This is an optimization exercise on Yosys and OpenROAD, whose aim is small area, not a production implementation. The RTL was checked by simulation tests, not by an equivalence proof against the original design. Power figures rest on the tool's default switching activity, not on a simulated workload.

==> flow/design.v <==
package tcam_mem_ctrl_pkg;
    localparam int KEY_W  = 28;
    localparam int SUB_W  = 7;
    localparam int BLOCKS = 4;
    localparam int RULES  = 64;
    localparam int WORD_W = 32;
    localparam int IDX_W  = 6;
    localparam int ENC_W = 2 * KEY_W;
endpackage
import tcam_mem_ctrl_pkg::*;
module tcam_aoi222 (input logic a1, a2, b1, b2, c1, c2, output logic y);
    assign y = ~((a1 & a2) | (b1 & b2) | (c1 & c2));
endmodule
module tcam_oai22 (input logic a1, a2, b1, b2, output logic y);
    assign y = ~((a1 | a2) & (b1 | b2));
endmodule
module tcam_nand4 (input logic a, b, c, d, output logic y);
    assign y = ~(a & b & c & d);
endmodule
module tcam_nand3 (input logic a, b, c, output logic y);
    assign y = ~(a & b & c);
endmodule
module tcam_nand2 (input logic a, b, output logic y);
    assign y = ~(a & b);
endmodule
module tcam_nor2 (input logic a, b, output logic y);
    assign y = ~(a | b);
endmodule
module tcam_mux2i (input logic a0, a1, s, output logic y);
    assign y = ~(s ? a1 : a0);
endmodule
module tcam_row_cmp (
    input  logic [KEY_W-1:0] k,
    input  logic [KEY_W-1:0] kn,
    input  logic [ENC_W-1:0] rule,
    output logic             gn
);
    logic [ENC_W-3:0] ln;
    always_comb
        for (int j = 0; j < KEY_W - 1; j++) begin
            ln[2*j]   = kn[j];
            ln[2*j+1] = k[j];
        end
    logic [17:0] y;
    for (genvar i = 0; i < 18; i++) begin : g_aoi
        tcam_aoi222 u (.a1(ln[3*i]),   .a2(rule[3*i]),
                       .b1(ln[3*i+1]), .b2(rule[3*i+1]),
                       .c1(ln[3*i+2]), .c2(rule[3*i+2]), .y(y[i]));
    end
    logic mm;
    tcam_oai22 u_b27 (.a1(k[27]), .a2(rule[55]), .b1(kn[27]), .b2(rule[54]),
                      .y(mm));
    logic [4:0] n;
    logic [2:0] p;
    tcam_nand4 u_n0 (.a(y[0]),  .b(y[1]),  .c(y[2]),  .d(y[3]),  .y(n[0]));
    tcam_nand4 u_n1 (.a(y[4]),  .b(y[5]),  .c(y[6]),  .d(y[7]),  .y(n[1]));
    tcam_nand4 u_n2 (.a(y[8]),  .b(y[9]),  .c(y[10]), .d(y[11]), .y(n[2]));
    tcam_nand4 u_n3 (.a(y[12]), .b(y[13]), .c(y[14]), .d(y[15]), .y(n[3]));
    tcam_nand2 u_n4 (.a(y[16]), .b(y[17]), .y(n[4]));
    tcam_nor2  u_p0 (.a(n[0]), .b(n[1]), .y(p[0]));
    tcam_nor2  u_p1 (.a(n[2]), .b(n[3]), .y(p[1]));
    tcam_nor2  u_p2 (.a(n[4]), .b(mm),   .y(p[2]));
    tcam_nand3 u_g  (.a(p[0]), .b(p[1]), .c(p[2]), .y(gn));
endmodule
module tcam_word_gen (
    input  logic [RULES-1:0]  g,
    input  logic [IDX_W-1:0]  s,
    output logic [WORD_W-1:0] word
);
    logic [62:0] l5;
    logic [46:0] l4;
    logic [38:0] l3;
    logic [34:0] l2;
    logic [32:0] l1;
    logic [31:0] l0;
    for (genvar i = 0; i < 63; i++) begin : g_l5
        tcam_mux2i u (.a0(g[i]), .a1(g[(i + 32) % 64]), .s(s[5]), .y(l5[i]));
    end
    for (genvar i = 0; i < 47; i++) begin : g_l4
        tcam_mux2i u (.a0(l5[i]), .a1(l5[i + 16]), .s(s[4]), .y(l4[i]));
    end
    for (genvar i = 0; i < 39; i++) begin : g_l3
        tcam_mux2i u (.a0(l4[i]), .a1(l4[i + 8]), .s(s[3]), .y(l3[i]));
    end
    for (genvar i = 0; i < 35; i++) begin : g_l2
        tcam_mux2i u (.a0(l3[i]), .a1(l3[i + 4]), .s(s[2]), .y(l2[i]));
    end
    for (genvar i = 0; i < 33; i++) begin : g_l1
        tcam_mux2i u (.a0(l2[i]), .a1(l2[i + 2]), .s(s[1]), .y(l1[i]));
    end
    for (genvar i = 0; i < 32; i++) begin : g_l0
        tcam_mux2i u (.a0(l1[i]), .a1(l1[i + 1]), .s(s[0]), .y(l0[i]));
    end
    assign word = l0;
endmodule
import tcam_mem_ctrl_pkg::*;
module tcam_mem_ctrl (
    input  logic              in_clk,
    input  logic              in_rstn,
    input  logic              in_upd_valid,
    output logic              out_upd_ready,
    input  logic [IDX_W-1:0]  in_upd_idx,
    input  logic [KEY_W-1:0]  in_upd_key,
    input  logic [KEY_W-1:0]  in_upd_care,
    input  logic              in_upd_en,
    input  logic              in_srch_valid,
    output logic              out_srch_ready,
    input  logic [KEY_W-1:0]  in_srch_key,
    output logic              out_rslt_valid,
    output logic [IDX_W-1:0]  out_rslt_pma,
    output logic              out_rslt_hit,
    output logic              out_busy,
    output logic              out_csb,
    output logic              out_web,
    output logic [3:0]        out_wmask,
    output logic [KEY_W-1:0]  out_addr,
    output logic [WORD_W-1:0] out_wdata,
    input  logic [IDX_W-1:0]  in_pma
);
    logic              idle, init;
    logic [2:0]        vld;
    logic              vld3;
    logic              hp1, hp2;
    logic [IDX_W-1:0]  t;
    logic [IDX_W-1:0]  idx;
    logic              pend;
    logic [ENC_W-1:0]  stg;
    logic [RULES-1:0][ENC_W-1:0] ring;
    logic upd_acc, srch_acc, sweep, last, ins;
    logic [ENC_W-1:0]  new_enc, ins_val;
    logic [KEY_W-1:0]  kk, k, kn;
    logic [3:0]        en_b;
    logic [RULES-1:0]  gn;
    logic [WORD_W-1:0] wn;
    logic              ovr;
    assign out_upd_ready  = idle;
    assign out_srch_ready = idle & ~in_upd_valid;
    assign out_busy       = ~idle;
    assign out_wmask      = 4'hF;
    assign out_rslt_valid = vld[2];
    assign out_rslt_pma   = in_pma;
    assign out_rslt_hit   = hp2;
    assign out_web        = vld[0];
    assign upd_acc  = idle & in_upd_valid;
    assign srch_acc = idle & ~in_upd_valid & in_srch_valid;
    assign sweep    = ~idle & ~init;
    assign last     = (&out_addr[6:0]) & (&out_addr[9:8]) & (out_addr[7] | ~init);
    always_comb begin
        for (int j = 0; j < KEY_W; j++) begin
            new_enc[2*j]   = in_upd_care[j] &  in_upd_key[j];
            new_enc[2*j+1] = in_upd_care[j] & ~in_upd_key[j];
            if (j % SUB_W == 0 && !in_upd_en) begin
                new_enc[2*j]   = 1'b1;
                new_enc[2*j+1] = 1'b1;
            end
        end
        new_enc[ENC_W-1:ENC_W-2] = ~new_enc[ENC_W-1:ENC_W-2];
    end
    assign ins = init | (pend & (t == ~idx));
    always_comb begin
        ins_val = stg;
        for (int b = 0; b < BLOCKS; b++) begin
            ins_val[2*SUB_W*b]   = stg[2*SUB_W*b]   | init;
            ins_val[2*SUB_W*b+1] = stg[2*SUB_W*b+1] | init;
        end
    end
    always_comb begin
        for (int b = 0; b < BLOCKS; b++)
            en_b[b] = ~sweep | (out_addr[9:8] == 2'(b));
        kk = out_addr;
        if (sweep)
            for (int b = 1; b < BLOCKS; b++)
                kk[SUB_W*b +: SUB_W] = out_addr[SUB_W-1:0];
        for (int j = 0; j < KEY_W; j++) begin
            k[j]  = en_b[j / SUB_W] &  kk[j];
            kn[j] = en_b[j / SUB_W] & ~kk[j];
        end
        k[KEY_W-1]  = ~k[KEY_W-1];
        kn[KEY_W-1] = ~kn[KEY_W-1];
    end
    for (genvar p = 0; p < RULES; p++) begin : g_row
        tcam_row_cmp u_cmp (.k(k), .kn(kn), .rule(ring[p]), .gn(gn[p]));
    end
    tcam_word_gen u_word_gen (
        .g    (gn),
        .s    ({t[5] ^ idx[5], t[4:0]}),
        .word (wn)
    );
    always_comb begin
        logic [SUB_W-1:0] mm;
        for (int j = 0; j < SUB_W; j++)
            mm[j] = (k[j] & stg[2*j+1]) | (kn[j] & stg[2*j]);
        ovr = ~|mm;
    end
    always_comb
        for (int r = 0; r < WORD_W; r++)
            out_wdata[r] = ~init & ((pend && idx[4:0] == 5'(r)) ? ovr : ~wn[r]);
    always_ff @(posedge in_clk or negedge in_rstn) begin
        if (!in_rstn) begin
            idle    <= 1'b0;
            init    <= 1'b1;
            vld     <= '0;
            out_csb <= 1'b1;
        end else begin
            vld     <= {vld[1:0], srch_acc};
            out_csb <= 1'b1;
            if (init) begin
                if (!out_csb && last) begin
                    init <= 1'b0;
                    idle <= 1'b1;
                end else
                    out_csb <= 1'b0;
            end else if (idle) begin
                if (upd_acc) begin
                    idle <= 1'b0;
                    if (vld == '0)
                        out_csb <= 1'b0;
                end else if (srch_acc)
                    out_csb <= 1'b0;
            end else begin
                if (out_csb) begin
                    if ({vld3, vld} == '0)
                        out_csb <= 1'b0;
                end else if (last)
                    idle <= 1'b1;
                else
                    out_csb <= 1'b0;
            end
        end
    end
    always_ff @(posedge in_clk) begin
        vld3 <= vld[2];
        hp1  <= ~&gn;
        hp2  <= hp1;
        t    <= t + 1'b1;
        if (upd_acc) begin
            idx <= in_upd_idx;
            stg <= new_enc;
        end
        if (upd_acc)
            pend <= 1'b1;
        else if (init || t == ~idx)
            pend <= 1'b0;
        ring[0] <= ins ? ins_val : ring[RULES-1];
        for (int p = 1; p < RULES; p++)
            ring[p] <= ring[p-1];
        if (srch_acc)
            out_addr <= in_srch_key;
        else begin
            out_addr[KEY_W-1:10] <= '0;
            if (out_csb | idle)
                out_addr[9:0] <= {2'b00, idle ? in_upd_idx[5] : (~init & idx[5]), 7'd0};
            else begin
                out_addr[6:0] <= out_addr[6:0] + 1'b1;
                if (init)
                    out_addr[9:7] <= out_addr[9:7] + {2'b00, &out_addr[6:0]};
                else
                    out_addr[9:8] <= out_addr[9:8] + {1'b0, &out_addr[6:0]};
            end
        end
    end
endmodule
clock: 10.0 ns
lec_check: 0
cap_margin: 20
core_margin: 2
core_utilization: 65
place_density: 0.75
slew_margin: 20
synth_hierarchical: 1
standard.sh (not shown) runs the stock make flow with config.mk's settings and CLKGATE_MAP_FILE= SYNTH_SCRIPT=/design/flow/synth_recipe.tcl, a recipe that flattens the netlist after the stock synthesis.
==> flow/flow/run.sh <==
#!/bin/bash
# Layout flow: the standard ORFS flow (standard.sh, unchanged synthesis,
# floorplan, power grid and tap cells) with two changes made through the
# variables ORFS reads from the environment:
#  - ports are buffered with sky130_fd_sc_hd__buf_1 instead of the default
#    pick (clkdlybuf4s50_1),
#  - the clock tree uses clkbuf_8 sink clusters of at most 20 flops within
#    50 um, without dummy loads.
# ORFS writes each step's log under orfs/logs/; the make output goes to
# flow_make.log here.
set -euo pipefail
export BUFFER_PORTS_ARGS="-buffer_cell sky130_fd_sc_hd__buf_1"
export CTS_ARGS="-sink_clustering_enable -repair_clock_nets -dont_use_dummy_load -sink_clustering_size 20 -sink_clustering_max_diameter 50 -buf_list sky130_fd_sc_hd__clkbuf_8"
bash standard.sh finish > flow_make.log 2>&1
Next try:
==> flow/run.sh (new file) <==
#!/bin/bash
# synth_recipe.tcl (not shown) runs the flow's synth.tcl, then flattens the netlist and writes it again
# the make line also repeats each setting of config.mk as NAME=value (left out here)
make -C /OpenROAD-flow-scripts/flow DESIGN_CONFIG=/design/flow/config.mk WORK_HOME=/design/flow/orfs CLKGATE_MAP_FILE= SYNTH_SCRIPT=/design/flow/synth_recipe.tcl finish
- CTS_BUF_LIST: unset -> sky130_fd_sc_hd__clkbuf_16
- CTS_CLUSTER_DIAMETER: unset -> 60
- CTS_CLUSTER_SIZE: unset -> 30
removed: flow/flow/run.sh
removed: flow/standard.sh
Outcome:
- The new run passed the timing, design-rule and antenna checks
- clock-buffer cell count came out lower by 50
- area after synthesis is unchanged
- cell area came out higher by about 3.3%
- die area stays the same
- sequential power barely changes
- sequential cell count does not change

[what the ideal ports hide]
The flow's constraints put no driver on any port. The routed layouts listed below were extracted and timed again, unchanged, in two steps.
Step 1 (the two cells are an assumption about what drives the block):
set clk [get_ports {in_clk}]
set_driving_cell -lib_cell sky130_fd_sc_hd__clkbuf_16 $clk
set_driving_cell -lib_cell sky130_fd_sc_hd__buf_2 [delete_from_list [all_inputs] $clk]
Step 2 moves the port delays by t, midway between the first and last clock arrival at a register: inputs arrive t later, outputs are due t later. That takes back most of the time a late clock gives input paths.
Slacks: no drivers / after step 1 / after step 2; pairs: no drivers / after step 1.
run | shift t [ns] | setup WS [ns] | hold slack, ns | worst slew at a driven data input, ns | pins driven straight from the clock port
the first run | 1.020 | 0.213 / 0.133 / 1.153 | 0.265 / 0.265 / 0.265 | 0.06 | 1
the second run | 0.905 | 0.277 / 0.184 / 1.088 | 0.332 / 0.332 / 0.332 | 0.10 | 1
After both steps every run listed still meets setup and hold.
